Context: an optimization exercise on an open-source flow, tuned for small area, a short achievable clock period and few clock cycles per item. The choices shown serve that exercise and are no tape-out recipe. The RTL was checked by simulation tests, not by an equivalence proof against the original design.

## binary_op_pipe
module binary_op_pipe
#(
  parameter int ParamBitWidth = 32,
  parameter int ParamLatency  = 2,
  parameter int ParamTagWidth = 8
) (
  input  logic                     clk,
  input  logic                     reset,
  input  logic                     in_valid,
  output logic                     in_ready,
  input  logic [3:0]               in_op,
  input  logic [ParamBitWidth-1:0] in_lhs,
  input  logic [ParamBitWidth-1:0] in_rhs,
  input  logic [ParamTagWidth-1:0] in_tag,
  output logic                     out_valid,
  input  logic                     out_ready,
  output logic [ParamBitWidth-1:0] out_result,
  output logic [ParamTagWidth-1:0] out_tag,
  output logic                     out_ovf,
  output logic                     out_zero,
  output logic                     out_illegal
);
For scale: roughly 3100 cells after synthesis, ~0.024 sq mm of cells after synthesis.
Settings: LEC_CHECK=0, ABC_AREA=1, CAP_MARGIN=50, CORE_MARGIN=2, CORE_UTILIZATION=50, PLACE_DENSITY=0.65, SLEW_MARGIN=65; clock period 12.0 ns.
run.sh (not shown) runs the stock make flow with config.mk's settings and CLKGATE_MAP_FILE= SYNTH_SCRIPT=/design/flow/synth_recipe.tcl, a recipe that flattens the netlist after the stock synthesis.
The first run finished clean.
Testbench counts at the start, summed over its fixed seeds: cycles 22,384, items 16,000.
Edit:
--- a/flow/design.v
+++ b/flow/design.v
@@ -744,41 +744,39 @@
   output logic                     out_ovf,
   output logic                     out_zero,
   output logic                     out_illegal
 );
   logic        iv;           
   logic [3:0]  iop;
   logic [31:0] ia;           
   logic [31:0] ib;           
   logic [7:0]  itag;
-  logic [4:0]  shamt;        
-  logic        big;          
-  logic        fill;         
   logic [2:0]  cnt;          
   logic        plast;        
   logic [3:0]  bone, btwo, bneg;   
   logic [7:0]  slo, clo;     
   logic        cy;           
   logic [33:0] acs;          
   logic [33:0] acc;          
   logic        rdy, rdy_o;   
   logic        sv;           
   logic        ov;
   logic [31:0] ores;
   logic [7:0]  otag;
   logic        oovf, ozero, oill;
-  logic is_addsub, is_sub, is_mul, is_shl, is_shr, is_sh;
+  logic is_addsub, is_sub, is_mul, is_shl, is_shr, is_ashr, is_sh;
   logic is_and, is_or, is_xor, is_ill, is_logic;
   assign is_addsub = (iop[3:1] == 3'd0);
   assign is_sub    = (iop == 4'd1);
   assign is_mul    = (iop == 4'd2);
   assign is_shl    = (iop == 4'd3);
   assign is_shr    = (iop == 4'd4) || (iop == 4'd5);
+  assign is_ashr   = (iop == 4'd5);
   assign is_sh     = is_shl || is_shr;
   assign is_and    = (iop == 4'd6);
   assign is_or     = (iop == 4'd7);
   assign is_xor    = (iop == 4'd8);
   assign is_ill    = (iop > 4'd8);
   assign is_logic  = is_and || is_or || is_xor;
   logic mul_pass, mul_last;
   assign mul_pass = iv && is_mul && !cnt[2] && !sv;
   assign mul_last = plast;
@@ -806,19 +804,23 @@
   assign sum_s   = sum33_s[32:1];
   assign p_s     = ia ^ ib;
   assign g_s     = ia & ib;
   assign t_s     = ia | ib;
   assign ovf_as  = (ia[31] == ib[31]) && (sum_s[31] != ia[31]);
   assign eq0_s   = (p_s == {t_s[30:0], cin});
   assign eq1_s   = (~p_s == {g_s[30:0], cin});
   assign logic_s = ({32{is_xor | is_or}} & p_s) | ({32{is_and | is_or}} & g_s);
   logic [31:0] sy, sy_rev, shmask;
-  logic        zero_sh;
+  logic [4:0]  shamt;
+  logic        zero_sh, big, fill;
+  assign shamt = ib[4:0];
+  assign big   = |ib[31:5];
+  assign fill  = is_ashr & ia[31];
   always_comb begin
     logic [32:0] r;
     r  = $signed({fill, ia}) >>> shamt;
     sy = big ? {32{fill}} : r[31:0];
   end
   always_comb begin
     for (int i = 0; i < 32; i++) begin
       sy_rev[i] = sy[31-i];
       shmask[i] = (i >= shamt);
@@ -899,21 +901,18 @@
     clo <= {8{mul_pass}} & mco[7:0];
     cy  <= mul_pass & mlo[8];
   end
   always_ff @(posedge clk) begin
     if (rdy) begin
       iop   <= in_op;
       ia    <= (in_op == 4'd3) ? in_lhs_rev : in_lhs;
       ib    <= in_rhs ^ {32{in_op == 4'd1}};
       itag  <= in_tag;
-      shamt <= in_rhs[4:0];
-      big   <= |in_rhs[31:5];
-      fill  <= (in_op == 4'd5) & in_lhs[31];
       {bone, btwo, bneg} <= booth_dec({in_rhs[7:0], 1'b0});
     end else if (mul_pass) begin
       {bone, btwo, bneg} <= booth_dec(ib[15:7]);
       if (mul_last) begin
         ia <= mso[39:8];
         ib <= mco[39:8];
       end else begin
         ib <= {mlo[7:0], ib[31:8]};
       end
Effect: Synthesized area decreases by about 0.6%; count of clock-buffer cells in the layout went down by 13; cell area came out lower by about 0.34%; global-route usage shrinks by 1.2 points; via count is about the same.
Testbench counts after the change, summed over its fixed seeds: cycles 22,384, items 16,000.

[separate check: timing with driven ports]
In the flow no input, the clock included, has a driving cell. The finished layouts below were timed again as built, in two steps. Step 1 sets driving cells, clkbuf_16 on the clock port and buf_2 on the other inputs (assumed; they add their load-dependent delay and slew). Step 2 times the ports against the registers' clock, not the clock port: input delays grow and output delays shrink by t, the midpoint of the rising clock arrivals with the driver on. a / b / c = ideal ports / drivers / drivers and shift; a / b = the first two.
| run | t (ns) | setup WS [ns] | hold slack, ns |
|---|---|---|---|
| the first run | 0.637 | 7.677 / 7.677 / 7.191 | 0.526 / 0.526 / 0.526 |
| the second run | 0.653 | 7.877 / 7.877 / 7.510 | 0.497 / 0.497 / 0.497 |
After both steps setup and hold are still met in every run listed. The setup slack of the first run, which loses most, moves by 0.000 ns with the drivers and by -0.486 ns with both steps.
